This is an optimization exercise on Yosys and OpenROAD, whose aim is small area and a short achievable clock period, not a production implementation. Function was checked by simulation only, so behaviour that the tests miss may differ from the original. The clock port is modelled as an ideal driver; clocking choices that lean on that would not hold on a real chip. Power is estimated from default activity; no workload was simulated.

$ cat flow/flow/run.sh
#!/bin/bash
set -euo pipefail
bash standard.sh "BUFFER_PORTS_ARGS=-buffer_cell sky130_fd_sc_hd__buf_2" finish > standard.log 2>&1
$ cat flow/standard.sh
#!/bin/bash
# synth_recipe.tcl (not shown) runs the flow's synth.tcl, then flattens the netlist and writes it again
# the make line also repeats each setting of config.mk as NAME=value (left out here)
make -C /OpenROAD-flow-scripts/flow DESIGN_CONFIG=/design/flow/config.mk WORK_HOME=/design/flow/orfs CLKGATE_MAP_FILE= SYNTH_SCRIPT=/design/flow/synth_recipe.tcl "${@:-finish}"
$ cat flow/config.mk
export PLATFORM = sky130hd
export DESIGN_NAME = pmu_ahb
export DESIGN_NICKNAME = pmu_ahb
export VERILOG_FILES = /design/flow/design.v
export SDC_FILE = /design/flow/constraint.sdc
export NUM_CORES = 4
export LEC_CHECK = 0
export CAP_MARGIN = 20
export CORE_MARGIN = 2
export CORE_UTILIZATION = 60
export SETUP_SLACK_MARGIN = 3.0
export SLEW_MARGIN = 20
export SYNTH_HIERARCHICAL = 1
export SYNTH_MINIMUM_KEEP_SIZE = 0
export TNS_END_PERCENT = 10
$ cat flow/constraint.sdc
create_clock -name core_clock -period 5.0 [get_ports {clk_i}]
set_input_delay 1.0000 -clock core_clock [delete_from_list [all_inputs] [get_ports {clk_i}]]
set_output_delay 1.0000 -clock core_clock [all_outputs]
set_load 0.01 [all_outputs]
$ cat flow/design.v
package pmu_pkg;
    typedef enum logic [1:0] {
        HTRANS_IDLE   = 2'b00,
        HTRANS_BUSY   = 2'b01,
        HTRANS_NONSEQ = 2'b10,
        HTRANS_SEQ    = 2'b11
    } htrans_t;
    typedef enum logic {
        HRESP_OKAY  = 1'b0,
        HRESP_ERROR = 1'b1
    } hresp_t;
    typedef logic [32-1:0] reg_word_t;
    typedef logic [$clog2(12)-1:0] reg_idx_t;
    typedef logic [9-1:0] event_vec_t;
    typedef reg_word_t [12-1:0] reg_bank_t;
endpackage
module pmu_cnt_slice4 (
    input  logic       T,
    input  logic       h,
    input  logic       we,
    input  logic [3:0] q,
    input  logic [3:0] w,
    output logic [3:0] d,
    output logic       gn
);
    logic [3:0] tn;
    assign tn[0] = ~T;
    pmu_nand2 u_n1 (.a(T), .b(q[0]), .y(tn[1]));
    pmu_nand3 u_n2 (.a(T), .b(q[0]), .c(q[1]), .y(tn[2]));
    pmu_nand4 u_n3 (.a(T), .b(q[0]), .c(q[1]), .d(q[2]), .y(tn[3]));
    for (genvar i = 0; i < 4; i++) begin : g_b
        pmu_cnt_bit u_b (.tn(tn[i]), .h(h), .we(we), .q(q[i]), .w(w[i]), .d(d[i]));
    end
    pmu_nand4 u_g (.a(q[0]), .b(q[1]), .c(q[2]), .d(q[3]), .y(gn));
endmodule
module pmu_cnt_bit (
    input  logic tn,
    input  logic h,
    input  logic we,
    input  logic q,
    input  logic w,
    output logic d
);
    assign d = (h & ~(q ^ tn)) | (we & w);
endmodule
module pmu_and2 (input logic a, input logic b, output logic y);
    assign y = a & b;
endmodule
module pmu_nand2 (input logic a, input logic b, output logic y);
    assign y = ~(a & b);
endmodule
module pmu_nand3 (input logic a, input logic b, input logic c, output logic y);
    assign y = ~(a & b & c);
endmodule
module pmu_nand4 (input logic a, input logic b, input logic c, input logic d, output logic y);
    assign y = ~(a & b & c & d);
endmodule
module pmu_nor2 (input logic a, input logic b, output logic y);
    assign y = ~(a | b);
endmodule
module pmu_nor3 (input logic a, input logic b, input logic c, output logic y);
    assign y = ~(a | b | c);
endmodule
module pmu_nor4 (input logic a, input logic b, input logic c, input logic d, output logic y);
    assign y = ~(a | b | c | d);
endmodule
module pmu_a22oi (input logic a1, input logic a2, input logic b1, input logic b2, output logic y);
    assign y = ~((a1 & a2) | (b1 & b2));
endmodule
module pmu_or2 (input logic a, input logic b, output logic y);
    assign y = a | b;
endmodule
module pmu_and3 (input logic a, input logic b, input logic c, output logic y);
    assign y = a & b & c;
endmodule
module pmu_cnt_carry (
    input  logic       e,
    input  logic [7:0] gn,
    output logic [7:0] T
);
    logic [4:1] lo;
    logic [7:5] hi;
    assign T[0]  = e;
    assign lo[1] = ~gn[0];
    pmu_nor2 u_l2 (.a(gn[0]), .b(gn[1]), .y(lo[2]));
    pmu_nor3 u_l3 (.a(gn[0]), .b(gn[1]), .c(gn[2]), .y(lo[3]));
    pmu_nor4 u_l4 (.a(gn[0]), .b(gn[1]), .c(gn[2]), .d(gn[3]), .y(lo[4]));
    assign hi[5] = ~gn[4];
    pmu_nor2 u_h6 (.a(gn[4]), .b(gn[5]), .y(hi[6]));
    pmu_nor3 u_h7 (.a(gn[4]), .b(gn[5]), .c(gn[6]), .y(hi[7]));
    for (genvar j = 1; j < 5; j++) begin : g_tl
        pmu_and2 u_t (.a(e), .b(lo[j]), .y(T[j]));
    end
    for (genvar j = 5; j < 8; j++) begin : g_th
        pmu_and3 u_t (.a(e), .b(lo[4]), .c(hi[j]), .y(T[j]));
    end
endmodule
module pmu_rd6 (
    input  logic [5:0] d,
    input  logic [5:0] s,
    output logic       y
);
    logic [2:0] p;
    assign p[0] = ~((d[0] & s[0]) | (d[1] & s[1]));
    assign p[1] = ~((d[2] & s[2]) | (d[3] & s[3]));
    assign p[2] = ~((d[4] & s[4]) | (d[5] & s[5]));
    assign y = ~&p;
endmodule
module pmu_rd_bit (
    input  logic [11:0] d,
    input  logic [11:0] s,
    output logic        yn
);
    logic [1:0] n;
    pmu_rd6 u_lo (.d(d[5:0]),  .s(s[5:0]),  .y(n[0]));
    pmu_rd6 u_hi (.d(d[11:6]), .s(s[11:6]), .y(n[1]));
    pmu_nor2 u_o (.a(n[0]), .b(n[1]), .y(yn));
endmodule
module pmu_ahb (
    input  logic                       clk_i,
    input  logic                       rstn_i,
    input  logic                       hsel_i,
    input  logic                       hreadyi_i,
    input  logic [32-1:0] haddr_i,
    input  logic                       hwrite_i,
    input  logic [1:0]                 htrans_i,
    input  logic [32-1:0]   hwdata_i,
    output logic                       hreadyo_o,
    output logic                       hresp_o,
    output logic [32-1:0]   hrdata_o,
    input  logic [9-1:0]  events_i,
    output logic                       intr_overflow_o
);
    localparam int W  = 32;
    localparam int NC = 9;
    logic       addr_valid;
    logic [3:0] addr_idx;
    logic [11:0] wr;
    assign addr_valid = hsel_i && hreadyi_i && htrans_i[1];
    assign addr_idx   = haddr_i[5:2];
    always_ff @(posedge clk_i or negedge rstn_i) begin
        if (!rstn_i) begin
            wr <= '0;
        end else begin
            for (int i = 0; i < 12; i++) begin
                wr[i] <= addr_valid && hwrite_i && (addr_idx == 4'(i));
            end
        end
    end
    logic [W-1:0]  cfg_q, cfg_d;
    logic [W-1:0]  cnt_q [NC];
    logic [W-1:0]  cnt_d [NC];
    logic [W-1:0]  st_q, st_d;
    logic [W-1:0]  mask_q, mask_d;
    logic [NC-1:0] wrap;
    logic en, clr;
    assign en  = cfg_q[0];
    assign clr = cfg_q[1];
    for (genvar k = 0; k < NC; k++) begin : g_cnt
        logic       hold, ev;
        logic [7:0] grpn, T;
        assign hold    = !wr[1+k] && !clr;
        assign ev      = en && events_i[k];
        assign wrap[k] = ev && hold && !(|grpn);
        pmu_cnt_carry u_carry (
            .e  (ev),
            .gn (grpn),
            .T  (T)
        );
        for (genvar j = 0; j < 8; j++) begin : g_slice
            pmu_cnt_slice4 u_slice (
                .T  (T[j]),
                .h  (hold),
                .we (wr[1+k]),
                .q  (cnt_q[k][4*j +: 4]),
                .w  (hwdata_i[4*j +: 4]),
                .d  (cnt_d[k][4*j +: 4]),
                .gn (grpn[j])
            );
        end
    end
    assign cfg_d  = wr[0]  ? hwdata_i : cfg_q;
    assign st_d   = (wr[10] ? hwdata_i : st_q) | W'(wrap);
    assign mask_d = wr[11] ? hwdata_i : mask_q;
    logic [11:0]  rsel;
    logic [3:0]   sel_lo;
    logic [2:0]   sel_hi;
    logic [W-1:0] rdn_d, rdn_q;
    for (genvar i = 0; i < 4; i++) begin : g_sel_lo
        assign sel_lo[i] = (addr_idx[1:0] == 2'(i));
    end
    for (genvar i = 0; i < 3; i++) begin : g_sel_hi
        assign sel_hi[i] = (addr_idx[3:2] == 2'(i));
    end
    for (genvar i = 0; i < 12; i++) begin : g_rsel
        pmu_and2 u_sel (.a(sel_lo[i % 4]), .b(sel_hi[i / 4]), .y(rsel[i]));
    end
    for (genvar b = 0; b < W; b++) begin : g_rd
        logic [11:0] col;
        assign col[0]  = cfg_d[b];
        for (genvar k = 0; k < NC; k++) begin : g_col
            assign col[1+k] = cnt_d[k][b];
        end
        assign col[10] = st_d[b];
        assign col[11] = mask_d[b];
        pmu_rd_bit u_rd (
            .d (col),
            .s (rsel),
            .yn (rdn_d[b])
        );
    end
    logic intr_q;
    always_ff @(posedge clk_i or negedge rstn_i) begin
        if (!rstn_i) begin
            cfg_q  <= '0;
            st_q   <= '0;
            mask_q <= '0;
            rdn_q  <= '0;
            intr_q <= 1'b0;
        end else begin
            cfg_q  <= cfg_d;
            st_q   <= st_d;
            mask_q <= mask_d;
            rdn_q  <= rdn_d;
            intr_q <= |(st_d[NC-1:0] & mask_d[NC-1:0]);
        end
    end
    for (genvar k = 0; k < NC; k++) begin : g_cnt_ff
        always_ff @(posedge clk_i or negedge rstn_i) begin
            if (!rstn_i) cnt_q[k] <= '0;
            else         cnt_q[k] <= cnt_d[k];
        end
    end
    assign hrdata_o        = ~rdn_q;
    assign intr_overflow_o = intr_q;
    assign hreadyo_o       = 1'b1;
    assign hresp_o         = 1'b0;
endmodule
==> metrics.md, run 1 <==
| Metric | Value |
|---|---|
| Syn_nets | `about 2100` |
| CTS max path bufs | `3` |
| Routed length on met3 | `roughly 7000 µm` |
| Via-to-Cell Ratio | `approximately 7` |
| CP max stage cell | `dfrtp_1` |
| Worst Setup Start Kind | `flop` |
| Crit path launch | `cnt_q[4][6]` |
| Layout cells sized above 1 | `0.295` |
| Clock Latency Late Sink | `between 0.5 and 0.6 ns` |
| Filler instances | `approximately 2600` |
| TritonCTS buffer count | `47` |
| WL/cell | `approximately 26 µm` |
| Cell variety after synth | `35` |
| Crit-path max FO | `4` |
| Final routed DRC violation total | `0` |
| Final WS setup | `2.61 ns` |
| Most frequent cells in the layout | `dfrtp_1, a22o_1, xnor2_1` |
| Vias | `approximately 20000` |
| Fmax | `418 MHz` |
| Synth warn | `10` |
| Pwr/cell area | `318 mW/mm²` |
| Port bufs | `83` |
| Required @ worst endpoint | `roughly 5.5 ns` |
| Critical path class | `flop to flop` |
| Worst Path Buf+Inv | `2` |
| DR iter-0 viols | `a little under 2000` |
| Worst Path Arrival | `roughly 2.9 ns` |
| R2R setup slack | `2.61 ns` |
| Initial Utilization | `0.609` |
| Clock Skew | `0.0207 ns` |
| Die Area | `around 0.039 mm²` |
| CP Capture Type | `flop` |
| Final hold violation count | `0` |
| Met2 Routed Length | `between 30000 and 40000 µm` |
| M1 WL | `30000 µm` |
| Number of global-route vias before repair | `19500` |
| Setup TNS | `0 ns` |
| Stages on the worst setup path | `11` |
| Placed inst area | `around 0.024 mm²` |
| Syn Area/Cell | `about 11 µm²` |
| Reg2reg end | `rdn_q[27]` |
| Fin area | `roughly 0.027 mm²` |
| R2r worst-path depth | `11` |
| Width of the die | `~200 µm` |
| H-Tree Level Count | `2` |
| Worst path max stage delay | `0.38 ns` |
| Commonest non-fill, non-tap cell in the layout | `dfrtp_1` |
| Post-synthesis cell count | `2036` |
| Period utilization | `0.478` |
| Die Y | `197 µm` |
| Slew Limit Fails | `0` |
| CTS Root Cell | `clkbuf_16` |
| DP HPWL | `approximately 46000 µm` |
| Top cell family by delay on the critical path | `simple AND/OR/NAND/NOR gates` |
| RD Place Congestion | `between 0.8 and 0.9` |
| Final hold slack | `~0.42 ns` |
| Seq cells post-synth | `~430` |
| Largest net degree at the start of global routing | `around 110` |
| Post-Place Worst Slack | `1.99 ns` |
| # placed instances | `~2600` |
| GRT Total Usage | `0.392` |
| Fin cells | `2855` |
| Worst slew margin | `0.519` |
| Core area | `0.0365 mm²` |
| # setup viols final | `0` |
| Total congestion overflow | `0` |
| Area Overhead vs Synth | `23.4%` |
| RSZ-0062 raised after global routing | `true` |
| Hold Path Class | `primary input to asynchronous set/reset pin` |
| Wirelength, routed | `approximately 75000 µm` |
| Lkg Pwr | `~12 nW` |
| Initial antenna violation count | `0` |
| Sequential-to-total area share from yosys stat | `0.483` |
| # rows | `70` |
| Crit-path cells | `nand4_1 -> buf_4 -> nor4_4 -> buf_4 -> and3_4 -> nand4_1 -> xnor2_1 -> a22o_1 -> a22oi_1 -> nand3_2 -> nor2_1` |
| Number of I/O pins | `roughly 120` |
| Crit path to | `rdn_q[27]` |
| Top Layer Used | `met4` |
| ANT nets after route | `0` |
| VDD IR max | `slightly below 300 µV` |
| Worst-margin pin slew | `0.722 ns` |
| # nets final | `approximately 2400` |
| TritonRoute pass-1 iters | `5` |
| Mapped cell area | `about 0.022 mm²` |
| Clock Sinks | `429` |
| Tmin final | `roughly 2.4 ns` |
| CTS tree | `yes` |
| Global-route wire length before repair | `115000 µm` |
| Inserted Diodes | `0` |
| Clock Pin Slew Worst Setup and Hold Paths | `about 0.060 ns` |
| Maxcap violations | `0` |
| FF-to-FF Start | `cnt_q[4][6]` |
| Status | `complete, no violations` |
## how the worst min path moves through the flow
stage / start / endpoint / slack, ns / cells past startpoint
floorplan: cfg_q[4] / cfg_q[4] / 0.46 / 1
global placement: cfg_q[5] / cfg_q[5] / 0.47 / 1
detailed placement: cfg_q[4] / cfg_q[4] / 0.48 / 1
CTS: rstn_i / cfg_q[24] / 0.44 / 1
global route: rstn_i / cfg_q[24] / 0.49 / 1
finish: rstn_i / cnt_q[3][25] / 0.42 / 1
## modules after synthesis (local to each module, per instance), a selection
| module | cells | times used | area (µm²) |
|---|---|---|---|
| pmu_and2 | 1 | 48 | 6.26 |
| pmu_cnt_bit | 2 | 288 | 17.5 |
| pmu_cnt_slice4 | 1 | 72 | 3.75 |
| pmu_nand2 | 1 | 72 | 3.75 |
| pmu_nor3 | 1 | 18 | 10.0 |
| pmu_nor4 | 1 | 9 | 12.5 |
| pmu_ahb | 665 | 1 | 12500 |
| pmu_nor2 | 1 | 50 | 3.75 |
| pmu_rd6 | 4 | 64 | 27.5 |
| pmu_cnt_carry | 3 | 9 | 15.0 |
| pmu_nand3 | 1 | 72 | 5.00 |
## kinds of logic after synthesis
family / after synthesis / synth area share
XOR/XNOR: 288 / 0.113
buffers and inverters: 148 / 0.0280
other: 2 / 0.000338
flip-flops: 429 / 0.483
AO/OA/AOI/OAI: 490 / 0.182
multiplexers: 96 / 0.0484
AND/OR/NAND/NOR: 583 / 0.145
## routing by layer
layer | GRT usage | vias to the layer above
li1 | - | 8339
met4 | 0.212 | 0
met2 | 0.598 | 1104
met3 | 0.0871 | 231
met1 | 0.526 | 9814
met5 | 0 | -
## through the flow
stage	power (mW)	utilization
5_1_grt	8.99	0.751
3_5_place_dp	4.85	0.645
4_1_cts	8.69	0.740
3_3_place_gp	4.82	0.645
6_report	8.73	0.751
2_1_floorplan	4.47	-
## cells in the mapped netlist
master	instances	area share
a221oi_1	1	0.00039
a41o_1	2	0.00090
mux2_2	86	0.044
nand4_1	150	0.042
buf_4	11	0.0037
nor2b_1	7	0.0020
and4_1	1	0.00039
clkbuf_1	2	0.00034
xnor2_1	288	0.11
o21ai_1	1	0.00022
conb_1	2	0.00034
nor3_2	18	0.0081
buf_6	2	0.0010
mux2i_1	7	0.0032
a22o_1	288	0.11
nand3_1	137	0.031
nand2b_1	2	0.00056
a21boi_1	1	0.00034
and3_1	27	0.0076
nor4_1	17	0.0048
a2111oi_2	1	0.00067
or4_1	1	0.00034
mux2_1	2	0.0010
mux2_4	1	0.00067
inv_1	124	0.021
nor3_1	4	0.00090
buf_2	9	0.0020
dfrtp_1	429	0.48
nor4_2	9	0.0051
a21boi_0	3	0.0010
a22oi_1	193	0.065
nand2_1	82	0.014
nand4b_1	1	0.00039
and2_1	58	0.016
nor2_1	69	0.012
## state kept, by name, indices dropped and copies added (netlist names)
signal and flops:
cfg_q 32, wr 12, mask_q 32, cnt_q 288, intr_q 1, rdn_q 32
st_q 32
## report_power, final
| part | internal [mW] | switching, mW |
|---|---|---|
| registers | 3.72 | 0.173 |
| clock network | 2.23 | 1.47 |
| logic | 0.492 | 0.652 |
| total | 6.43 | 2.30 |
## what timing repair did
action | in CTS | in global routing
pin swaps | 146 | 56
resized for setup | 163 | 48
hold buffers | 0 | 0
cloned | 4 | 0
buffers inserted | 152 | 27
endpoints found under the setup margin | 326 | 108
hold endpoints to repair | 0 | 0
## worst register-to-register path: stages, from the launching register on
cell and delay (ns):
dfrtp_1 0.38, nand4_1 0.13, buf_4 0.18, nor4_4 0.24, buf_4 0.18, and3_4 0.21, nand4_1 0.11, xnor2_1 0.15
a22o_1 0.22, a22oi_1 0.25, nand3_2 0.15, nor2_1 0.11
## area by class of cell
type                            count  area [µm²]  share of cell area
Clock buffer                       67        1380              0.0504
Multi-Input combinational cell   1463       11900               0.435
Clock inverter                     16         235             0.00857
Inverter                          124         465              0.0170
Tap cell                          468         586              0.0213
Timing Repair Buffer              288        2080              0.0760
Sequential cell                   429       10700               0.392
==> run 2, diff against run 1 <==
--- a/flow/design.v
+++ b/flow/design.v
@@ -75,24 +75,25 @@
 endmodule
 module pmu_cnt_carry (
     input  logic       e,
+    input  logic       f,
     input  logic [7:0] gn,
     output logic [7:0] T
 );
-    logic [4:1] lo;
+    logic [3:1] lo;
     logic [7:5] hi;
     assign T[0]  = e;
     assign lo[1] = ~gn[0];
     pmu_nor2 u_l2 (.a(gn[0]), .b(gn[1]), .y(lo[2]));
     pmu_nor3 u_l3 (.a(gn[0]), .b(gn[1]), .c(gn[2]), .y(lo[3]));
-    pmu_nor4 u_l4 (.a(gn[0]), .b(gn[1]), .c(gn[2]), .d(gn[3]), .y(lo[4]));
     assign hi[5] = ~gn[4];
     pmu_nor2 u_h6 (.a(gn[4]), .b(gn[5]), .y(hi[6]));
     pmu_nor3 u_h7 (.a(gn[4]), .b(gn[5]), .c(gn[6]), .y(hi[7]));
-    for (genvar j = 1; j < 5; j++) begin : g_tl
+    for (genvar j = 1; j < 4; j++) begin : g_tl
         pmu_and2 u_t (.a(e), .b(lo[j]), .y(T[j]));
     end
+    pmu_and2 u_t4 (.a(e), .b(f), .y(T[4]));
     for (genvar j = 5; j < 8; j++) begin : g_th
-        pmu_and3 u_t (.a(e), .b(lo[4]), .c(hi[j]), .y(T[j]));
+        pmu_and3 u_t (.a(e), .b(f), .c(hi[j]), .y(T[j]));
     end
 endmodule
 module pmu_rd6 (
@@ -156,14 +157,20 @@
     logic en, clr;
     assign en  = cfg_q[0];
     assign clr = cfg_q[1];
+    logic wlo;
+    assign wlo = &hwdata_i[15:0];
+    logic [NC-1:0] lo_q, lo_d;
     for (genvar k = 0; k < NC; k++) begin : g_cnt
-        logic       hold, ev;
+        logic       hold, ev, lo_inc;
         logic [7:0] grpn, T;
         assign hold    = !wr[1+k] && !clr;
         assign ev      = en && events_i[k];
-        assign wrap[k] = ev && hold && !(|grpn);
+        assign wrap[k] = ev && hold && lo_q[k] && !(|grpn[7:4]);
+        assign lo_inc  = !cnt_q[k][0] && (&cnt_q[k][3:1]) && !(|grpn[3:1]);
+        assign lo_d[k] = wr[1+k] ? wlo : (hold && (ev ? lo_inc : lo_q[k]));
         pmu_cnt_carry u_carry (
             .e  (ev),
+            .f  (lo_q[k]),
             .gn (grpn),
             .T  (T)
         );
@@ -216,12 +223,14 @@
             st_q   <= '0;
             mask_q <= '0;
             rdn_q  <= '0;
+            lo_q   <= '0;
             intr_q <= 1'b0;
         end else begin
             cfg_q  <= cfg_d;
             st_q   <= st_d;
             mask_q <= mask_d;
             rdn_q  <= rdn_d;
+            lo_q   <= lo_d;
             intr_q <= |(st_d[NC-1:0] & mask_d[NC-1:0]);
         end
     end
==> metrics.md, run 2 <==
| Metric | Value |
|---|---|
| CP Capture Type | `flop` |
| Final hold violation count | `0 (unchanged)` |
| Hold Path Class | `primary input to asynchronous set/reset pin` |
| Sequential-to-total area share from yosys stat | `0.479 (-0.00328)` |
| TritonRoute pass-1 iters | `5 (unchanged)` |
| Status | `complete, no violations` |
| Core area | `0.0376 mm² (+2.9%)` |
| Tmin final | `2.19 ns (-0.207 ns)` |
| Clock Pin Slew Worst Setup and Hold Paths | `0.07 ns (about the same)` |
| Number of global-route vias before repair | `19400 (-0.74%)` |
| Seq cells post-synth | `438 (+2.1%)` |
| Clock Skew | `0.0127 ns (-0.00801 ns)` |
| Synth warn | `10 (unchanged)` |
| WL/cell | `25.0 µm (-5.0%)` |
| Via-to-Cell Ratio | `6.68 (-2.2%)` |
| R2R setup slack | `2.81 ns (+0.21 ns)` |
| Number of I/O pins | `115 (unchanged)` |
| # rows | `71 (+1.4%)` |
| Lkg Pwr | `12.1 nW (+0.73%)` |
| Initial antenna violation count | `0 (unchanged)` |
| Width of the die | `199 µm (+1.4%)` |
| Synth top area share | `0.479 (-0.00328)` |
| Synth cell count leaders | `dfrtp_1, a22o_1, xnor2_1, a22oi_1, nand4_1` |
| CTS Root Cell | `clkbuf_16` |
| Layout cells sized above 1 | `0.289 (-0.00622)` |
| Reg2reg end | `rdn_q[6]` |
| Wirelength, routed | `74500 µm (-0.95%)` |
| Worst Setup Start Kind | `flop` |
| Largest net degree at the start of global routing | `113 (+5.6%)` |
| Area Overhead vs Synth | `22.6%` |
| EDFF count, synth | `0 (unchanged)` |
| Die Area | `0.0397 mm² (+2.7%)` |
| Crit path launch | `cfg_q[0]` |
| Initial Utilization | `0.608 (about the same)` |
| Vias | `19900 (+2.0%)` |
| Worst-margin pin slew | `0.780 ns (+0.0578 ns)` |
| Syn_nets | `2209 (+4.4%)` |
| Maxcap violations | `0 (unchanged)` |
| Total congestion overflow | `0 (unchanged)` |
| Pwr/cell area | `313 mW/mm² (-1.6%)` |
| Fmax | `458 MHz (+9.5%)` |
| Mapped cell area | `0.0229 mm² (+2.8%)` |
| CTS tree | `yes` |
| RSZ-0062 raised after global routing | `true` |
| Period utilization | `0.437 (-0.0413)` |
| RD Place Congestion | `0.965 (+12%)` |
| R2r worst-path depth | `10 (-1)` |
| ANT nets after route | `0 (unchanged)` |
| Setup TNS | `0 ns (unchanged)` |
| Crit-path max FO | `6 (+2)` |
| DP HPWL | `47500 µm (+3.9%)` |
| Final routed DRC violation total | `0 (unchanged)` |
| TritonCTS buffer count | `46 (-2.1%)` |
| GRT Total Usage | `0.379 (-0.0131)` |
| Die Y | `199 µm (+1.4%)` |
| Count leader, synth | `dfrtp_1` |
| Biggest register | `cnt_q` |
| Syn Area/Cell | `10.7 µm² (-1.7%)` |
| Ys async rst share | `1.00 (unchanged)` |
| VDD IR max | `298 µV (+1.8%)` |
| # nets final | `2509 (+3.1%)` |
| Required @ worst endpoint | `5.50 ns (about the same)` |
| DR iter-0 viols | `1624 (-18%)` |
| # setup viols final | `0 (unchanged)` |
| Post-synthesis cell count | `2129 (+4.6%)` |
| Cell variety after synth | `39 (+11%)` |
| Most frequent cells in the layout | `dfrtp_1, a22o_1, xnor2_1` |
| Final hold slack | `0.444 ns (+0.0245 ns)` |
| Commonest non-fill, non-tap cell in the layout | `dfrtp_1` |
| CTS max path bufs | `3 (unchanged)` |
| FF-to-FF Start | `cfg_q[0]` |
| Max reg flops | `288 (unchanged)` |
| Worst Path Arrival | `2.69 ns (-0.21 ns)` |
| Critical path class | `flop to flop` |
| Dominant synthesized flop cell | `dfrtp_1` |
| Worst slew margin | `0.480 (-0.0386)` |
| Global-route wire length before repair | `113000 µm (-1.2%)` |
| H-Tree Level Count | `2 (unchanged)` |
| Cell taking the most area after synthesis | `dfrtp_1` |
| Port bufs | `83 (unchanged)` |
| Clock Sinks | `438 (+2.1%)` |
| Tot Pwr | `8.77 mW (+0.46%)` |
| Area contributors post-synth | `dfrtp_1, a22o_1, xnor2_1, a22oi_1, nand4_1` |
| Slew Limit Fails | `0 (unchanged)` |
| Filler instances | `2643 (+2.7%)` |
| Inserted Diodes | `0 (unchanged)` |
| Clock Latency Late Sink | `0.58 ns (about the same)` |
run 2: changes by cell type in the layout (fill, tap and decap cells not counted), sizes merged, moves of 10 or more:
cell | before | now
nand2 | 82 | 93
nor2 | 69 | 81
inv | 124 | 138
and2 | 62 | 52
nor4 | 26 | 13
buf | 288 | 275
run 2: Yosys stat by module, one instance, submodules excluded, excerpt:
module / cell area (µm²) / cells / copies in the design / flip-flops and latches
pmu_nand4: 6.26 / 1 / 144 / 0
pmu_nor3: 10.0 / 1 / 18 / 0
pmu_cnt_carry: 15.0 / 3 / 9 / 0
pmu_nand2: 3.75 / 1 / 72 / 0
pmu_and3: 6.26 / 1 / 27 / 0
pmu_rd6: 27.5 / 4 / 64 / 0
pmu_cnt_bit: 17.5 / 2 / 288 / 0
pmu_nor2: 3.75 / 1 / 50 / 0
pmu_nand3: 5.00 / 1 / 72 / 0
pmu_and2: 6.26 / 1 / 48 / 0
pmu_ahb: 13300 / 767 / 1 / 438
pmu_cnt_slice4: 3.75 / 1 / 72 / 0
run 2: layout make-up:
| cell class | count | area, µm² | share of cell area |
|---|---|---|---|
| Clock inverter | 19 | 180 | 0.00643 |
| Sequential cell | 438 | 11000 | 0.393 |
| Clock buffer | 66 | 1410 | 0.0503 |
| Multi-Input combinational cell | 1528 | 12200 | 0.436 |
| Timing Repair inverter | 4 | 27.5 | 0.000982 |
| Inverter | 136 | 536 | 0.0191 |
| Timing Repair Buffer | 275 | 2000 | 0.0714 |
| Tap cell | 511 | 639 | 0.0228 |
run 2: cells by family after synthesis:
group,after synthesis,share of synthesized area
AO/OA/AOI/OAI,522,0.187
XOR/XNOR,288,0.110
AND/OR/NAND/NOR,624,0.148
flip-flops,438,0.479
multiplexers,92,0.0452
buffers and inverters,163,0.0298
other,2,0.000329
run 2: worst max-delay path by stage:
stage / slack [ns] / end
2_1_floorplan: 2.80 / rdn_q[23]
3_3_place_gp: 2.15 / rdn_q[5]
3_5_place_dp: 2.11 / rdn_q[10]
4_1_cts: 2.82 / hrdata_o[16]
5_1_grt: 2.76 / rdn_q[31]
6_report: 2.81 / rdn_q[6]
run 2: layer usage:
| layer | share of wire | up-vias | routed length (µm) | track usage |
|---|---|---|---|---|
| li1 | - | 8642 | - | - |
| met1 | 0.40 | 9938 | 29900 | 0.515 |
| met2 | 0.45 | 1057 | 33900 | 0.583 |
| met3 | 0.086 | 235 | 6430 | 0.0596 |
| met4 | 0.058 | 0 | 4320 | 0.217 |
| met5 | 0 | - | 0 | 0 |
run 2: through the flow:
stage	worst slack, ns	util	instance area [µm²]	std cells
finish	2.81	0.746	28000	2977
global route	2.76	0.746	28000	2977
CTS	2.82	0.731	27500	2927
detailed placement	2.11	0.644	24200	2721
global placement	2.15	0.644	24200	2721
floorplan	2.80	-	23100	2129
run 2: power breakdown:
group          internal [mW]  switching (mW)  leakage, nW
registers               3.80           0.211         5.83
clock network           2.12            1.48        0.786
logic                  0.505           0.661         5.53
total                   6.42            2.35         12.1
run 2: what timing repair did:
action	4_1_cts	5_1_grt
hold buffers	0	0
pin swaps	145	75
resized for setup	203	46
gates cloned	4	0
buffers inserted	117	50
endpoints found under the setup margin	237	75
run 2: worst max-delay path: stages (launching register included):
cell	delay [ns]
dfrtp_4	0.46
buf_8	0.16
nand2_8	0.08
inv_8	0.10
and2_4	0.16
nand3_1	0.10
xnor2_1	0.15
a22o_1	0.23
a22oi_1	0.27
nand3_1	0.21
nor2_1	0.16
==> run 3, diff against run 2 <==
--- a/flow/config.mk
+++ b/flow/config.mk
@@ -8,6 +8,8 @@
 export CAP_MARGIN = 20
 export CORE_MARGIN = 2
 export CORE_UTILIZATION = 60
+export CTS_CLUSTER_DIAMETER = 100
+export CTS_CLUSTER_SIZE = 30
 export SETUP_SLACK_MARGIN = 3.0
 export SLEW_MARGIN = 20
 export SYNTH_HIERARCHICAL = 1
==> metrics.md, run 3 <==
| Metric | Value |
|---|---|
| Lkg Pwr | `11.4 nW (-6.1%)` |
| EDFF count, synth | `0 (unchanged)` |
| Cell variety after synth | `39 (unchanged)` |
| Worst Setup Start Kind | `flop` |
| Switching share of total power | `0.286 (+0.0179)` |
| Synth top area share | `0.479 (unchanged)` |
| ANT nets after route | `0 (unchanged)` |
| Top cell family by delay on the critical path | `simple AND/OR/NAND/NOR gates` |
| Mapped cell area | `0.0229 mm² (unchanged)` |
| Number of I/O pins | `115 (unchanged)` |
| Total congestion overflow | `0 (unchanged)` |
| Port bufs | `83 (unchanged)` |
| Clock Latency Late Sink | `0.56 ns (-0.02 ns)` |
| Biggest register | `cnt_q` |
| Setup TNS | `0 ns (unchanged)` |
| Via-to-Cell Ratio | `6.68 (about the same)` |
| Fmax | `452 MHz (-1.3%)` |
| CTS tree | `yes` |
| Worst slew margin | `0.476 (-0.00393)` |
| CTS Root Cell | `clkbuf_16` |
| Most frequent cells in the layout | `dfrtp_1, xnor2_1, a22o_1` |
| Gate power share | `0.157 (+0.024)` |
| Sequential Power Share | `0.579 (+0.121)` |
| Maxcap violations | `0 (unchanged)` |
| Initial antenna violation count | `0 (unchanged)` |
| TritonRoute pass-1 iters | `7 (+2)` |
| Worst Path Buf+Inv | `1 (-1)` |
| Die Y | `199 µm (unchanged)` |
| Sequential-to-total area share from yosys stat | `0.479 (unchanged)` |
| # rows | `71 (unchanged)` |
| Worst-margin pin slew | `0.786 ns (+0.00589 ns)` |
| Max reg flops | `288 (unchanged)` |
| DR iter-0 viols | `1526 (-6.0%)` |
| Area occupied by registers | `0.0110 mm² (about the same)` |
| Wirelength, routed | `72700 µm (-2.5%)` |
| Largest net degree at the start of global routing | `113 (unchanged)` |
| Count leader, synth | `dfrtp_1` |
| R2r worst-path depth | `8 (-2)` |
| Stages on the worst setup path | `8 (-2)` |
| Clock Sinks | `438 (unchanged)` |
| Hold Path Class | `primary input to asynchronous set/reset pin` |
| Seq cells post-synth | `438 (unchanged)` |
| Slew Limit Fails | `0 (unchanged)` |
| Area contributors post-synth | `dfrtp_1, a22o_1, xnor2_1, a22oi_1, nand4_1` |
| WL/cell | `25.2 µm (+0.65%)` |
| Period utilization | `0.443 (+0.00555)` |
| Synth warn | `10 (unchanged)` |
| Global-route wire length before repair | `111000 µm (-1.7%)` |
| CTS max path bufs | `3 (unchanged)` |
| Clock Pin Slew Worst Setup and Hold Paths | `0.12 ns (+0.05 ns)` |
| # setup viols final | `0 (unchanged)` |
| CP Capture Type | `flop` |
| Commonest non-fill, non-tap cell in the layout | `dfrtp_1` |
| Clock share of power | `0.264 (-0.145)` |
| VDD IR max | `237 µV (-20%)` |
| Core area | `0.0376 mm² (unchanged)` |
| GRT Total Usage | `0.370 (-0.00935)` |
| Worst Path Arrival | `2.67 ns (-0.02 ns)` |
| R2R setup slack | `2.79 ns (-0.03 ns)` |
| Inserted Diodes | `0 (unchanged)` |
| Initial Utilization | `0.608 (unchanged)` |
| Ys async rst share | `1.00 (unchanged)` |
| CP max stage cell | `nor4b_1` |
| Syn_nets | `2209 (unchanged)` |
| Final routed DRC violation total | `0 (unchanged)` |
| P_int | `4.96 mW (-23%)` |
| Cell taking the most area after synthesis | `dfrtp_1` |
| Post-Place Worst Slack | `2.11 ns (unchanged)` |
| Dominant synthesized flop cell | `dfrtp_1` |
| Tmin final | `2.21 ns (+0.0278 ns)` |
| Critical path class | `flop to flop` |
| Pwr/cell area | `261 mW/mm² (-17%)` |
| RSZ-0062 raised after global routing | `true` |
| Area occupied by multi-input gates | `0.0121 mm² (-0.59%)` |
| Die Area | `0.0397 mm² (unchanged)` |
| Number of global-route vias before repair | `18900 (-2.4%)` |
| CP most frequent cell | `nand3_1` |
| Clock Skew | `0.0170 ns (+0.00427 ns)` |
| Synth cell count leaders | `dfrtp_1, a22o_1, xnor2_1, a22oi_1, nand4_1` |
| Worst path max stage delay | `0.53 ns (+0.07 ns)` |
| H-Tree Level Count | `1 (-1)` |
| TritonCTS buffer count | `18 (-61%)` |
| # nets final | `2451 (-2.3%)` |
| DP HPWL | `47500 µm (unchanged)` |
| P_sw | `1.98 mW (-16%)` |
| Final hold violation count | `0 (unchanged)` |
| Layout cells sized above 1 | `0.260 (-0.0291)` |
| Crit-path max FO | `3 (-3)` |
| Required @ worst endpoint | `5.46 ns (-0.04 ns)` |
| Crit-path cells | `nand4_1 -> buf_4 -> nor4b_1 -> nand3_1 -> nand2_1 -> a22oi_1 -> nand3_1 -> nor2_1` |
| Final WS setup | `2.79 ns (-0.0278 ns)` |
| Status | `complete, no violations` |
| RD Place Congestion | `0.965 (unchanged)` |
| Syn Area/Cell | `10.7 µm² (unchanged)` |
| Post-synthesis cell count | `2129 (unchanged)` |
| Filler instances | `2820 (+6.7%)` |
| Width of the die | `199 µm (unchanged)` |
| Vias | `19300 (-3.1%)` |
| Area Overhead vs Synth | `16.4%` |
[run 3: changes by cell type in the layout (fill, tap and decap cells not counted), sizes merged]
| cell | change |
|---|---|
| clkbuf | -46 |
| buf | -28 |
| clkinv | -11 |
| clkinvlp | -5 |
| bufinv | -3 |
[run 3: per-stage QoR]
| stage | power, mW | util | instances | instance area, µm² | hold slack [ns] |
|---|---|---|---|---|---|
| final | 6.94 | 0.708 | 2884 | 26600 | 0.446 |
| after detailed placement | 4.98 | 0.644 | 2721 | 24200 | 0.475 |
| after global placement | 4.95 | 0.644 | 2721 | 24200 | 0.464 |
| after floorplan | 4.58 | - | 2129 | 23100 | 0.455 |
| after CTS | 6.91 | 0.699 | 2851 | 26300 | 0.497 |
| after global routing | 7.19 | 0.708 | 2884 | 26600 | 0.522 |
[run 3: layer usage]
metal | global-route usage | vias up | wire length [µm]
li1 | - | 8485 | -
met1 | 0.509 | 9739 | 30300
met2 | 0.584 | 850 | 33500
met3 | 0.0501 | 191 | 5240
met4 | 0.174 | 0 | 3680
met5 | 0 | - | 0
[run 3: final timing paths]
path / start / endpoint
min in group core_clock: cfg_q[4] / cfg_q[4]
max in group asynchronous: rstn_i / wr[3]
worst max-delay path: cnt_q[5][26] / rdn_q[5]
worst min-delay path: rstn_i / cnt_q[2][21]
worst max register to register: cnt_q[5][26] / rdn_q[5]
worst min register to register: cfg_q[4] / cfg_q[4]
[run 3: final cells by class]
| class | count | area share |
|---|---|---|
| timing repair buffer | 247 | 0.0665 |
| clock buffer | 20 | 0.0180 |
| multi-input combinational | 1528 | 0.456 |
| tap | 511 | 0.0240 |
| sequential | 438 | 0.414 |
| clock inverter | 2 | 0.000611 |
| inverter | 136 | 0.0202 |
| timing repair inverter | 2 | 0.000423 |
[run 3: power groups by stage]
stage	registers [mW]	logic (mW)	clock network [mW]
4_1_cts	4.01	1.06	1.85
6_report	4.01	1.09	1.83
3_3_place_gp	4.09	0.856	0
2_1_floorplan	4.04	0.542	0
5_1_grt	4.05	1.17	1.98
3_5_place_dp	4.10	0.872	0
[run 3: cells by family (layout without fill, tap and decap cells)]
group	Yosys count	in the layout	synth area share
AO/OA/AOI/OAI	522	522	0.187
AND/OR/NAND/NOR	624	624	0.148
multiplexers	92	92	0.0452
other	2	2	0.000329
flip-flops	438	438	0.479
XOR/XNOR	288	288	0.110
buffers and inverters	163	407	0.0298
[run 3: per-module statistics from Yosys, one instance, submodules excluded, excerpt]
module / times used / cells / flops+latches
pmu_rd6: 64 / 4 / 0
pmu_and2: 48 / 1 / 0
pmu_nand2: 72 / 1 / 0
pmu_ahb: 1 / 767 / 438
pmu_cnt_carry: 9 / 3 / 0
pmu_cnt_slice4: 72 / 1 / 0
pmu_nor3: 18 / 1 / 0
pmu_nand3: 72 / 1 / 0
pmu_cnt_bit: 288 / 2 / 0
pmu_nand4: 144 / 1 / 0
pmu_nor2: 50 / 1 / 0
pmu_and3: 27 / 1 / 0
[run 3: timing repair]
item                       CTS  global route
buffers inserted           106            33
gates resized for setup    204            28
hold buffers                 0             0
setup endpoints to repair  251            66
pin swaps                  136            50
cloned                       2             0
==> run 4, diff against run 3 <==
--- a/flow/design.v
+++ b/flow/design.v
@@ -117,6 +117,19 @@
     pmu_rd6 u_hi (.d(d[11:6]), .s(s[11:6]), .y(n[1]));
     pmu_nor2 u_o (.a(n[0]), .b(n[1]), .y(yn));
 endmodule
+module pmu_and16 (
+    input  logic [15:0] a,
+    output logic        y
+);
+    logic [3:0] n;
+    logic [1:0] m;
+    for (genvar i = 0; i < 4; i++) begin : g_n
+        pmu_nand4 u_n (.a(a[4*i]), .b(a[4*i+1]), .c(a[4*i+2]), .d(a[4*i+3]), .y(n[i]));
+    end
+    pmu_nor2 u_m0 (.a(n[0]), .b(n[1]), .y(m[0]));
+    pmu_nor2 u_m1 (.a(n[2]), .b(n[3]), .y(m[1]));
+    pmu_and2 u_y (.a(m[0]), .b(m[1]), .y(y));
+endmodule
 module pmu_ahb (
     input  logic                       clk_i,
     input  logic                       rstn_i,
@@ -158,7 +171,7 @@
     assign en  = cfg_q[0];
     assign clr = cfg_q[1];
     logic wlo;
-    assign wlo = &hwdata_i[15:0];
+    pmu_and16 u_wlo (.a(hwdata_i[15:0]), .y(wlo));
     logic [NC-1:0] lo_q, lo_d;
     for (genvar k = 0; k < NC; k++) begin : g_cnt
         logic       hold, ev, lo_inc;
==> metrics.md, run 4 <==
| Metric | Value |
|---|---|
| R2r worst-path depth | `7 (-1)` |
| Sequential-to-total area share from yosys stat | `0.479 (about the same)` |
| TritonCTS buffer count | `18 (unchanged)` |
| Worst Path Arrival | `1.20 ns (-1.47 ns)` |
| Cell variety after synth | `41 (+5.1%)` |
| Fmax | `454 MHz (+0.54%)` |
| Wirelength, routed | `79500 µm (+9.4%)` |
| Area occupied by registers | `0.0110 mm² (-0.16%)` |
| Syn_nets | `2209 (unchanged)` |
| Syn Area/Cell | `10.7 µm² (about the same)` |
| R2R setup slack | `2.82 ns (+0.03 ns)` |
| Clock Latency Late Sink | `0.56 ns (about the same)` |
| Count leader, synth | `dfrtp_1` |
| Port bufs | `83 (unchanged)` |
| Area Overhead vs Synth | `18.0%` |
| Mapped cell area | `0.0229 mm² (about the same)` |
| Ys async rst share | `1.00 (unchanged)` |
| RD Place Congestion | `0.912 (-5.5%)` |
| Lkg Pwr | `11.7 nW (+2.7%)` |
| Die Area | `0.0397 mm² (about the same)` |
| Via-to-Cell Ratio | `6.84 (+2.4%)` |
| Tmin final | `2.20 ns (-0.0120 ns)` |
| CTS tree | `yes` |
| Number of global-route vias before repair | `19700 (+4.1%)` |
| Worst-margin pin slew | `0.883 ns (+0.0974 ns)` |
| WL/cell | `27.1 µm (+7.4%)` |
| Post-Place Worst Slack | `2.18 ns (+0.0666 ns)` |
| DR iter-0 viols | `2086 (+37%)` |
| VDD IR max | `284 µV (+20%)` |
| # nets final | `2503 (+2.1%)` |
| ANT nets after route | `0 (unchanged)` |
| CP max stage cell | `dfrtp_1` |
| Setup TNS | `0 ns (unchanged)` |
| EDFF count, synth | `0 (unchanged)` |
| Worst Path Buf+Inv | `2 (+1)` |
| Stages on the worst setup path | `2 (-6)` |
| Vias | `20100 (+4.3%)` |
| Number of I/O pins | `115 (unchanged)` |
| Clock Sinks | `438 (unchanged)` |
| Commonest non-fill, non-tap cell in the layout | `dfrtp_1` |
| Reg2reg end | `rdn_q[7]` |
| TritonRoute pass-1 iters | `6 (-1)` |
| RSZ-0062 raised after global routing | `true` |
| Status | `complete, no violations` |
| Worst Setup Start Kind | `flop` |
| # rows | `71 (unchanged)` |
| Pwr/cell area | `260 mW/mm² (-0.20%)` |
| Synth top area share | `0.479 (about the same)` |
| Hold Path Class | `primary input to asynchronous set/reset pin` |
| Most frequent cells in the layout | `dfrtp_1, a22o_1, xnor2_1` |
| Initial antenna violation count | `0 (unchanged)` |
| CP Capture Type | `output pin` |
| Slew Limit Fails | `0 (unchanged)` |
| Largest net degree at the start of global routing | `108 (-4.4%)` |
| FF-to-FF Start | `wr[8]` |
| GRT Total Usage | `0.401 (+0.0306)` |
| Synth warn | `10 (unchanged)` |
| Global-route wire length before repair | `119000 µm (+6.4%)` |
| Dominant synthesized flop cell | `dfrtp_1` |
| Filler instances | `2783 (-1.3%)` |
| CTS Root Cell | `clkbuf_16` |
| Period utilization | `0.440 (-0.00240)` |
| Clock Pin Slew Worst Setup and Hold Paths | `0.12 ns (about the same)` |
| Initial Utilization | `0.609 (about the same)` |
| CTS max path bufs | `3 (unchanged)` |
| Crit-path max FO | `1 (-2)` |
| Max reg flops | `288 (unchanged)` |
| Post-synthesis cell count | `2129 (unchanged)` |
| Area contributors post-synth | `dfrtp_1, a22o_1, xnor2_1, a22oi_1, nand4_1` |
| Synth cell count leaders | `dfrtp_1, a22o_1, xnor2_1, a22oi_1, nand4_1` |
| Top cell family by delay on the critical path | `flip-flops` |
| DP HPWL | `47400 µm (about the same)` |
| Maxcap violations | `0 (unchanged)` |
| Crit-path cells | `inv_1 -> buf_2` |
| Total congestion overflow | `0 (unchanged)` |
| Worst path max stage delay | `0.44 ns (-0.09 ns)` |
| Biggest register | `cnt_q` |
| Worst slew margin | `0.411 (-0.0649)` |
| Tot Pwr | `7.03 mW (+1.3%)` |
| # setup viols final | `0 (unchanged)` |
| Area occupied by multi-input gates | `0.0123 mm² (+1.1%)` |
| Required @ worst endpoint | `4.00 ns (-1.46 ns)` |
| Inserted Diodes | `0 (unchanged)` |
| Final hold violation count | `0 (unchanged)` |
| H-Tree Level Count | `1 (unchanged)` |
| Die Y | `199 µm (about the same)` |
| Core area | `0.0376 mm² (unchanged)` |
| Cell taking the most area after synthesis | `dfrtp_1` |
| Critical path class | `flop to output pin` |
| Clock Skew | `0.0204 ns (+0.00346 ns)` |
| Width of the die | `199 µm (about the same)` |
| Seq cells post-synth | `438 (unchanged)` |
| Hold buffer count at cts | `0 (unchanged)` |
| Final routed DRC violation total | `0 (unchanged)` |
| Final WS setup | `2.80 ns (+0.0120 ns)` |
| Layout cells sized above 1 | `0.265 (+0.00534)` |
run 4: power by group:
| part | switching, mW | internal (mW) | total [mW] |
|---|---|---|---|
| clock | 1.13 | 0.705 | 1.84 |
| combinational | 0.716 | 0.509 | 1.23 |
| sequential | 0.179 | 3.79 | 3.97 |
| total | 2.03 | 5.00 | 7.03 |
run 4: metal layers:
layer	track usage	up-vias	wire, µm
li1	-	8606	-
met1	0.546	9987	31000
met2	0.616	1236	35600
met3	0.0657	258	8230
met4	0.217	0	4720
met5	0	-	0
run 4: area by class of cell:
| type | instances | share of cell area |
|---|---|---|
| clock buffers | 22 | 0.0180 |
| well taps | 511 | 0.0237 |
| multi-input cells | 1547 | 0.455 |
| inverters | 134 | 0.0209 |
| flip-flops and latches | 438 | 0.407 |
| repair buffers | 283 | 0.0749 |
| repair inverters | 1 | 0.000232 |
| clock inverters | 2 | 0.000602 |
run 4: worst register-to-register path, delay by kind of cell, from the launching register on:
family	cells	cell delay, ns
and+or+nand+nor	5	1.39
DFF	1	0.39
AOI/OAI and AO/OA	1	0.11
buffers and inverters	1	0.20
run 4: how the worst max path moves through the flow:
stage,end,slack [ns],start
2_1_floorplan,rdn_q[23],2.85,events_i[3]
3_3_place_gp,rdn_q[24],2.21,haddr_i[3]
3_5_place_dp,rdn_q[24],2.18,haddr_i[2]
4_1_cts,hrdata_o[16],2.80,rdn_q[16]
5_1_grt,rdn_q[15],2.72,cnt_q[3][5]
6_report,hrdata_o[16],2.80,rdn_q[16]
run 4: repair_timing:
item                                    4_1_cts  5_1_grt
gates cloned                                 17        2
pin swaps                                    99       43
setup buffers                               153       22
resized for setup                           139       48
endpoints found under the setup margin      219       75
run 4: per-module statistics from Yosys, one instance, submodules excluded, excerpt:
| module | flops+latches | copies in the design | cell area [µm²] |
|---|---|---|---|
| pmu_and2 | 0 | 49 | 6.26 |
| pmu_nand4 | 0 | 148 | 6.26 |
| pmu_nor2 | 0 | 52 | 3.75 |
| pmu_rd6 | 0 | 64 | 27.5 |
| pmu_cnt_slice4 | 0 | 72 | 3.75 |
| pmu_cnt_bit | 0 | 288 | 17.5 |
| pmu_nor3 | 0 | 18 | 10.0 |
| pmu_nand2 | 0 | 72 | 3.75 |
| pmu_nand3 | 0 | 72 | 5.00 |
| pmu_ahb | 438 | 1 | 13300 |
| pmu_and3 | 0 | 27 | 6.26 |
| pmu_cnt_carry | 0 | 9 | 15.0 |
run 4: cells by family (layout without fill, tap and decap cells):
group,count (synthesis),in the layout,synth area share
simple gates,627,645,0.149
compound gates,519,519,0.185
flops,438,438,0.479
xor+xnor,288,288,0.110
buf+inv,162,442,0.0302
mux,93,93,0.0458
other cells,2,2,0.000328
run 4: stage by stage:
step	cells	hold slack, ns	instance area [µm²]	util
floorplan	2129	0.472	23200	-
global placement	2720	0.479	24300	0.648
detailed placement	2720	0.485	24300	0.648
CTS	2914	0.511	26600	0.709
global route	2938	0.521	27000	0.719
finish	2938	0.473	27000	0.719
==> run 5, diff against run 4 <==
--- a/flow/design.v
+++ b/flow/design.v
@@ -41,7 +41,18 @@
     input  logic w,
     output logic d
 );
-    assign d = (h & ~(q ^ tn)) | (we & w);
+    logic x;
+    pmu_a22o  u_x (.a1(h), .a2(q), .b1(we), .b2(w), .y(x));
+    pmu_xnor2 u_d (.a(x), .b(tn), .y(d));
+endmodule
+module pmu_a22oi (input logic a1, input logic a2, input logic b1, input logic b2, output logic y);
+    assign y = ~((a1 & a2) | (b1 & b2));
+endmodule
+module pmu_a22o (input logic a1, input logic a2, input logic b1, input logic b2, output logic y);
+    assign y = (a1 & a2) | (b1 & b2);
+endmodule
+module pmu_xnor2 (input logic a, input logic b, output logic y);
+    assign y = ~(a ^ b);
 endmodule
 module pmu_and2 (input logic a, input logic b, output logic y);
     assign y = a & b;
@@ -63,9 +74,6 @@
 endmodule
 module pmu_nor4 (input logic a, input logic b, input logic c, input logic d, output logic y);
     assign y = ~(a | b | c | d);
-endmodule
-module pmu_a22oi (input logic a1, input logic a2, input logic b1, input logic b2, output logic y);
-    assign y = ~((a1 & a2) | (b1 & b2));
 endmodule
 module pmu_or2 (input logic a, input logic b, output logic y);
     assign y = a | b;
@@ -152,13 +160,15 @@
     logic [11:0] wr;
     assign addr_valid = hsel_i && hreadyi_i && htrans_i[1];
     assign addr_idx   = haddr_i[5:2];
+    logic [11:0] wr_d;
+    for (genvar i = 0; i < 12; i++) begin : g_wr_d
+        assign wr_d[i] = addr_valid && hwrite_i && (addr_idx == 4'(i));
+    end
     always_ff @(posedge clk_i or negedge rstn_i) begin
         if (!rstn_i) begin
             wr <= '0;
         end else begin
-            for (int i = 0; i < 12; i++) begin
-                wr[i] <= addr_valid && hwrite_i && (addr_idx == 4'(i));
-            end
+            wr <= wr_d;
         end
     end
     logic [W-1:0]  cfg_q, cfg_d;
@@ -173,16 +183,21 @@
     logic wlo;
     pmu_and16 u_wlo (.a(hwdata_i[15:0]), .y(wlo));
     logic [NC-1:0] lo_q, lo_d;
+    logic [NC-1:0] ce_q, ce_d;
+    for (genvar k = 0; k < NC; k++) begin : g_ce
+        assign ce_d[k] = cfg_d[0] && !cfg_d[1] && !wr_d[1+k];
+    end
     for (genvar k = 0; k < NC; k++) begin : g_cnt
-        logic       hold, ev, lo_inc;
+        logic       hold, ev, tick, lo_inc;
         logic [7:0] grpn, T;
         assign hold    = !wr[1+k] && !clr;
         assign ev      = en && events_i[k];
-        assign wrap[k] = ev && hold && lo_q[k] && !(|grpn[7:4]);
+        pmu_and2 u_tick (.a(ce_q[k]), .b(events_i[k]), .y(tick));
+        assign wrap[k] = tick && lo_q[k] && !(|grpn[7:4]);
         assign lo_inc  = !cnt_q[k][0] && (&cnt_q[k][3:1]) && !(|grpn[3:1]);
         assign lo_d[k] = wr[1+k] ? wlo : (hold && (ev ? lo_inc : lo_q[k]));
         pmu_cnt_carry u_carry (
-            .e  (ev),
+            .e  (tick),
             .f  (lo_q[k]),
             .gn (grpn),
             .T  (T)
@@ -212,8 +227,10 @@
     for (genvar i = 0; i < 3; i++) begin : g_sel_hi
         assign sel_hi[i] = (addr_idx[3:2] == 2'(i));
     end
+    logic [11:0]  rsel_b;
     for (genvar i = 0; i < 12; i++) begin : g_rsel
-        pmu_and2 u_sel (.a(sel_lo[i % 4]), .b(sel_hi[i / 4]), .y(rsel[i]));
+        pmu_and2 u_sel   (.a(sel_lo[i % 4]), .b(sel_hi[i / 4]), .y(rsel[i]));
+        pmu_and2 u_sel_b (.a(sel_lo[i % 4]), .b(sel_hi[i / 4]), .y(rsel_b[i]));
     end
     for (genvar b = 0; b < W; b++) begin : g_rd
         logic [11:0] col;
@@ -225,7 +242,7 @@
         assign col[11] = mask_d[b];
         pmu_rd_bit u_rd (
             .d (col),
-            .s (rsel),
+            .s (b < W/2 ? rsel : rsel_b),
             .yn (rdn_d[b])
         );
     end
@@ -237,6 +254,7 @@
             mask_q <= '0;
             rdn_q  <= '0;
             lo_q   <= '0;
+            ce_q   <= '0;
             intr_q <= 1'b0;
         end else begin
             cfg_q  <= cfg_d;
@@ -244,6 +262,7 @@
             mask_q <= mask_d;
             rdn_q  <= rdn_d;
             lo_q   <= lo_d;
+            ce_q   <= ce_d;
             intr_q <= |(st_d[NC-1:0] & mask_d[NC-1:0]);
         end
     end
==> flow/flow/run.sh (replaced) <==
#!/bin/bash
set -euo pipefail
here=$(pwd)
bash standard.sh "BUFFER_PORTS_ARGS=-buffer_cell sky130_fd_sc_hd__buf_2" \
  "POST_CTS_TCL=$here/flow/post_cts.tcl" finish > standard.log 2>&1
==> flow/flow/noroot.tcl (new file) <==
proc drop_clock_root {} {
  set block [ord::get_db_block]
  set root [$block findInst clkbuf_0_clk_i]
  if {$root == "NULL"} { error "no clock root buffer" }
  set innet [[$root findITerm A] getNet]
  set outnet [[$root findITerm X] getNet]
  set loads {}
  foreach it [$outnet getITerms] {
    if {[$it getInst] != $root} { lappend loads $it }
  }
  if {[llength $loads] > 4} {
    puts "drop_clock_root: root drives [llength $loads] cells, more than the port may; tree left as is"
    return
  }
  foreach it $loads { $it disconnect; $it connect $innet }
  [$root findITerm A] disconnect
  [$root findITerm X] disconnect
  odb::dbInst_destroy $root
  odb::dbNet_destroy $outnet
  puts "drop_clock_root: port now drives [llength $loads] buffers"
}
==> flow/flow/post_cts.tcl (new file) <==
# ORFS POST_CTS hook: take out the clock tree's root buffer, so the clock
# port drives the tree's first level directly, then let the CTS step's
# timing repair and legalization run again on the shorter tree.
source [file join [file dirname [info script]] noroot.tcl]
drop_clock_root
estimate_parasitics -placement
repair_timing_helper -setup_margin 3.1
detailed_placement
check_placement -verbose
estimate_parasitics -placement
report_clock_skew
report_worst_slack
--- a/flow/config.mk
+++ b/flow/config.mk
@@ -8,9 +8,9 @@
 export CAP_MARGIN = 20
 export CORE_MARGIN = 2
 export CORE_UTILIZATION = 60
-export CTS_CLUSTER_DIAMETER = 100
-export CTS_CLUSTER_SIZE = 30
-export SETUP_SLACK_MARGIN = 3.0
+export CTS_CLUSTER_DIAMETER = 80
+export CTS_CLUSTER_SIZE = 24
+export SETUP_SLACK_MARGIN = 2.8
 export SLEW_MARGIN = 20
 export SYNTH_HIERARCHICAL = 1
 export SYNTH_MINIMUM_KEEP_SIZE = 0
==> metrics.md, run 5 <==
| Metric | Value |
|---|---|
| VDD IR max | `242 µV (-15%)` |
| Area Overhead vs Synth | `11.3%` |
| Width of the die | `200 µm (+0.19%)` |
| CP max stage cell | `a22oi_1` |
| Biggest register | `cnt_q` |
| Die Area | `0.0399 mm² (+0.38%)` |
| Vias | `18200 (-9.6%)` |
| Number of global-route vias before repair | `17700 (-10%)` |
| Pwr/cell area | `285 mW/mm² (+9.5%)` |
| CP Capture Type | `flop` |
| Clock Latency Late Sink | `0.44 ns (-0.12 ns)` |
| Count leader, synth | `dfrtp_1` |
| Worst slew margin | `0.492 (+0.0802)` |
| Number of I/O pins | `115 (unchanged)` |
| Core area | `0.0377 mm² (+0.24%)` |
| Mapped cell area | `0.0230 mm² (+0.39%)` |
| GRT Total Usage | `0.334 (-0.0668)` |
| Fmax | `470 MHz (+3.5%)` |
| DP HPWL | `46200 µm (-2.7%)` |
| HP Start | `st_q[25]` |
| DR iter-0 viols | `1545 (-26%)` |
| Gate power share | `0.135 (-0.039)` |
| P_int | `5.27 mW (+5.5%)` |
| Via-to-Cell Ratio | `6.56 (-4.1%)` |
| Global-route wire length before repair | `103000 µm (-14%)` |
| Final routed DRC violation total | `0 (unchanged)` |
| Critical path class | `primary input to flop` |
| Port bufs | `83 (unchanged)` |
| Worst path max stage delay | `0.31 ns (-0.13 ns)` |
| Ys async rst share | `1.00 (unchanged)` |
| Final design utilization | `0.678 (-0.0402)` |
| Lkg Pwr | `10.8 nW (-7.6%)` |
| Synth top area share | `0.487 (+0.00793)` |
| Synth warn | `10 (unchanged)` |
| Largest net degree at the start of global routing | `91 (-16%)` |
| # nets final | `2329 (-7.0%)` |
| Max reg flops | `288 (unchanged)` |
| Required @ worst endpoint | `5.36 ns (+1.36 ns)` |
| TritonRoute pass-1 iters | `5 (-1)` |
| ANT nets after route | `0 (unchanged)` |
| Top cell family by delay on the critical path | `simple AND/OR/NAND/NOR gates` |
| Die Y | `200 µm (+0.19%)` |
| Post-synthesis cell count | `2119 (-0.47%)` |
| # setup viols final | `0 (unchanged)` |
| Wirelength, routed | `65500 µm (-18%)` |
| Hold Path Class | `flop to flop` |
| CTS tree | `yes` |
| Most frequent cells in the layout | `dfrtp_1, a22o_1, xnor2_1` |
| Tmin final | `2.13 ns (-0.0736 ns)` |
| Cell taking the most area after synthesis | `dfrtp_1` |
| Status | `complete, no violations` |
| Setup TNS | `0 ns (unchanged)` |
| EDFF count, synth | `0 (unchanged)` |
| Instance count along the most critical hold path | `1` |
| Period utilization | `0.426 (-0.0147)` |
| Seq cells post-synth | `447 (+2.1%)` |
| Maxcap violations | `0 (unchanged)` |
| Crit-path cells | `buf_2 -> nand2b_4 -> inv_2 -> and2_4 -> a22oi_1 -> nand3_1 -> nor2_1` |
| Worst-margin pin slew | `0.763 ns (-0.120 ns)` |
| Area contributors post-synth | `dfrtp_1, a22o_1, xnor2_1, a22oi_1, nand4_1` |
| Initial antenna violation count | `0 (unchanged)` |
| Clock Pin Slew Worst Setup and Hold Paths | `0.09 ns (-0.03 ns)` |
| Crit-path max FO | `16 (+15)` |
| FF-to-FF Start | `cfg_q[1]` |
| Cell variety after synth | `34 (-17%)` |
| Syn Area/Cell | `10.8 µm² (+0.87%)` |
| Clock share of power | `0.302 (+0.041)` |
| Commonest non-fill, non-tap cell in the layout | `dfrtp_1` |
| R2R setup slack | `2.89 ns (+0.07 ns)` |
| P_sw | `2.01 mW (-0.97%)` |
| Sequential-to-total area share from yosys stat | `0.487 (+0.00793)` |
| RD Place Congestion | `0.901 (-1.2%)` |
| Syn_nets | `2199 (-0.45%)` |
| Worst Path Buf+Inv | `2 (unchanged)` |
| Worst Setup Start Kind | `primary input` |
| Total congestion overflow | `0 (unchanged)` |
| R2r worst-path depth | `9 (+2)` |
| # rows | `71 (unchanged)` |
| Initial Utilization | `0.610 (+0.000956)` |
| Final hold violation count | `0 (unchanged)` |
| WL/cell | `23.6 µm (-13%)` |
| Switching share of total power | `0.276 (-0.0128)` |
| Sequential Power Share | `0.563 (about the same)` |
| Reg2reg end | `rdn_q[16]` |
| Synth cell count leaders | `dfrtp_1, a22o_1, xnor2_1, a22oi_1, nand4_1` |
| Slew Limit Fails | `0 (unchanged)` |
| Inserted Diodes | `0 (unchanged)` |
| Layout cells sized above 1 | `0.161 (-0.104)` |
| Clock Sinks | `447 (+2.1%)` |
| Clock Skew | `0.0215 ns (+0.00106 ns)` |
| RSZ-0062 raised after global routing | `true` |
| Dominant synthesized flop cell | `dfrtp_1` |
| Worst Path Arrival | `2.49 ns (+1.29 ns)` |
| Hold worst-path end | `st_q[25]` |
run 5: per-module statistics from Yosys, one instance, submodules excluded, excerpt:
module	cell area (µm²)	cells inside	copies in the design	flops+latches
pmu_and2	6.26	1	70	0
pmu_nor2	3.75	1	52	0
pmu_nand2	3.75	1	72	0
pmu_xnor2	8.76	1	288	0
pmu_nand4	6.26	1	148	0
pmu_cnt_carry	15.0	3	9	0
pmu_a22o	8.76	1	288	0
pmu_nor3	10.0	1	18	0
pmu_nand3	5.00	1	72	0
pmu_ahb	13200	729	1	447
run 5: final cells by class:
| class | count | area, µm² |
|---|---|---|
| inverters | 128 | 483 |
| clock inverters | 9 | 124 |
| flip-flops and latches | 447 | 11200 |
| repair buffers | 125 | 982 |
| clock buffers | 26 | 608 |
| well taps | 511 | 639 |
| fillers | 2871 | 12100 |
| multi-input cells | 1524 | 11500 |
run 5: routing by layer:
| metal | part of all wire | routed length (µm) | global-route usage |
|---|---|---|---|
| met1 | 0.45 | 29200 | 0.493 |
| met2 | 0.47 | 30600 | 0.533 |
| met3 | 0.071 | 4630 | 0.0437 |
| met4 | 0.018 | 1170 | 0.0642 |
| met5 | 0 | 0 | 0 |
run 5: how the worst max path moves through the flow:
| stage | end | slack, ns | depth (start not counted) | startpoint |
|---|---|---|---|---|
| 2_1_floorplan | rdn_q[1] | 2.83 | 6 | wr[8] |
| 3_3_place_gp | rdn_q[8] | 1.95 | 6 | haddr_i[3] |
| 3_5_place_dp | rdn_q[8] | 1.92 | 6 | haddr_i[3] |
| 5_1_grt | rdn_q[9] | 2.79 | 9 | cfg_q[1] |
| 6_report | rdn_q[12] | 2.87 | 7 | haddr_i[4] |
run 5: per-stage QoR:
step                      worst slack (ns)  instance area [µm²]  hold slack [ns]  instances  power, mW
after floorplan                       2.83                23000            0.465       2119       4.66
after global placement                1.95                24100            0.480       2706       5.02
after detailed placement              1.92                24100            0.486       2706       5.05
after global routing                  2.79                25500            0.513       2770       7.56
final                                 2.87                25500            0.505       2770       7.28
run 5: worst register-to-register path: stages (launching register included):
cell and delay [ns]:
dfrtp_4 0.48, buf_4 0.20, buf_4 0.16, nor2_4 0.14, bufbuf_16 0.32, a22o_1 0.18, xnor2_1 0.11, a22oi_1 0.19
nand3_1 0.15, nor2_1 0.11
run 5: cell families (layout without fill, tap and decap cells):
logic type | after synthesis | after routing | synth area share
AOI/OAI and AO/OA | 511 | 511 | 0.182
xor gates and xnor gates | 288 | 288 | 0.110
buffers and inverters | 154 | 288 | 0.0285
DFF | 447 | 447 | 0.487
muxes | 96 | 96 | 0.0466
other | 2 | 2 | 0.000327
and+or+nand+nor | 621 | 627 | 0.145
run 5: power by group through the flow:
stage,Clock (mW),Sequential (mW),Combinational (mW)
detailed placement,0,4.17,0.890
floorplan,0,4.09,0.573
global placement,0,4.15,0.864
global route,2.36,4.13,1.07
finish,2.20,4.10,0.986

-- separate check: timing with driven ports --
The results above use ideal ports. As a check the final layouts listed here were re-extracted and re-timed, cells and wires unchanged.
Step 1, drivers: a clkbuf_16 drives clk_i and a buf_2 each remaining input, both assumed.
Step 2 also shifts input and output timing later by t, the mid clock arrival at the registers, as if the neighbouring blocks saw the same clock.
Slacks: ideal ports / drivers / drivers and shift; pairs: ideal ports / drivers.
run	shift t [ns]	setup WS [ns]	hold WS [ns]	worst setup path after step 2	latest minus earliest clock arrival (ns)
run 1	0.637	2.608 / 2.608 / 2.268	0.420 / 0.417 / 0.492	input to register	0.021 / 0.021
run 2	0.635	2.814 / 2.768 / 2.228	0.444 / 0.438 / 0.487	input to register	0.015 / 0.016
run 3	0.609	2.787 / 2.768 / 2.336	0.446 / 0.440 / 0.499	input to register	0.018 / 0.019
run 4	0.611	2.798 / 2.740 / 2.290	0.473 / 0.465 / 0.509	input to register	0.021 / 0.022
run 5	0.502	2.872 / 2.894 / 2.425	0.505 / 0.500 / 0.505	input to register	0.021 / 0.021
After both steps every run listed still meets setup and hold. For run 2, which loses most, drivers alone change the setup slack by -0.046 ns; drivers and shift together by -0.586 ns.
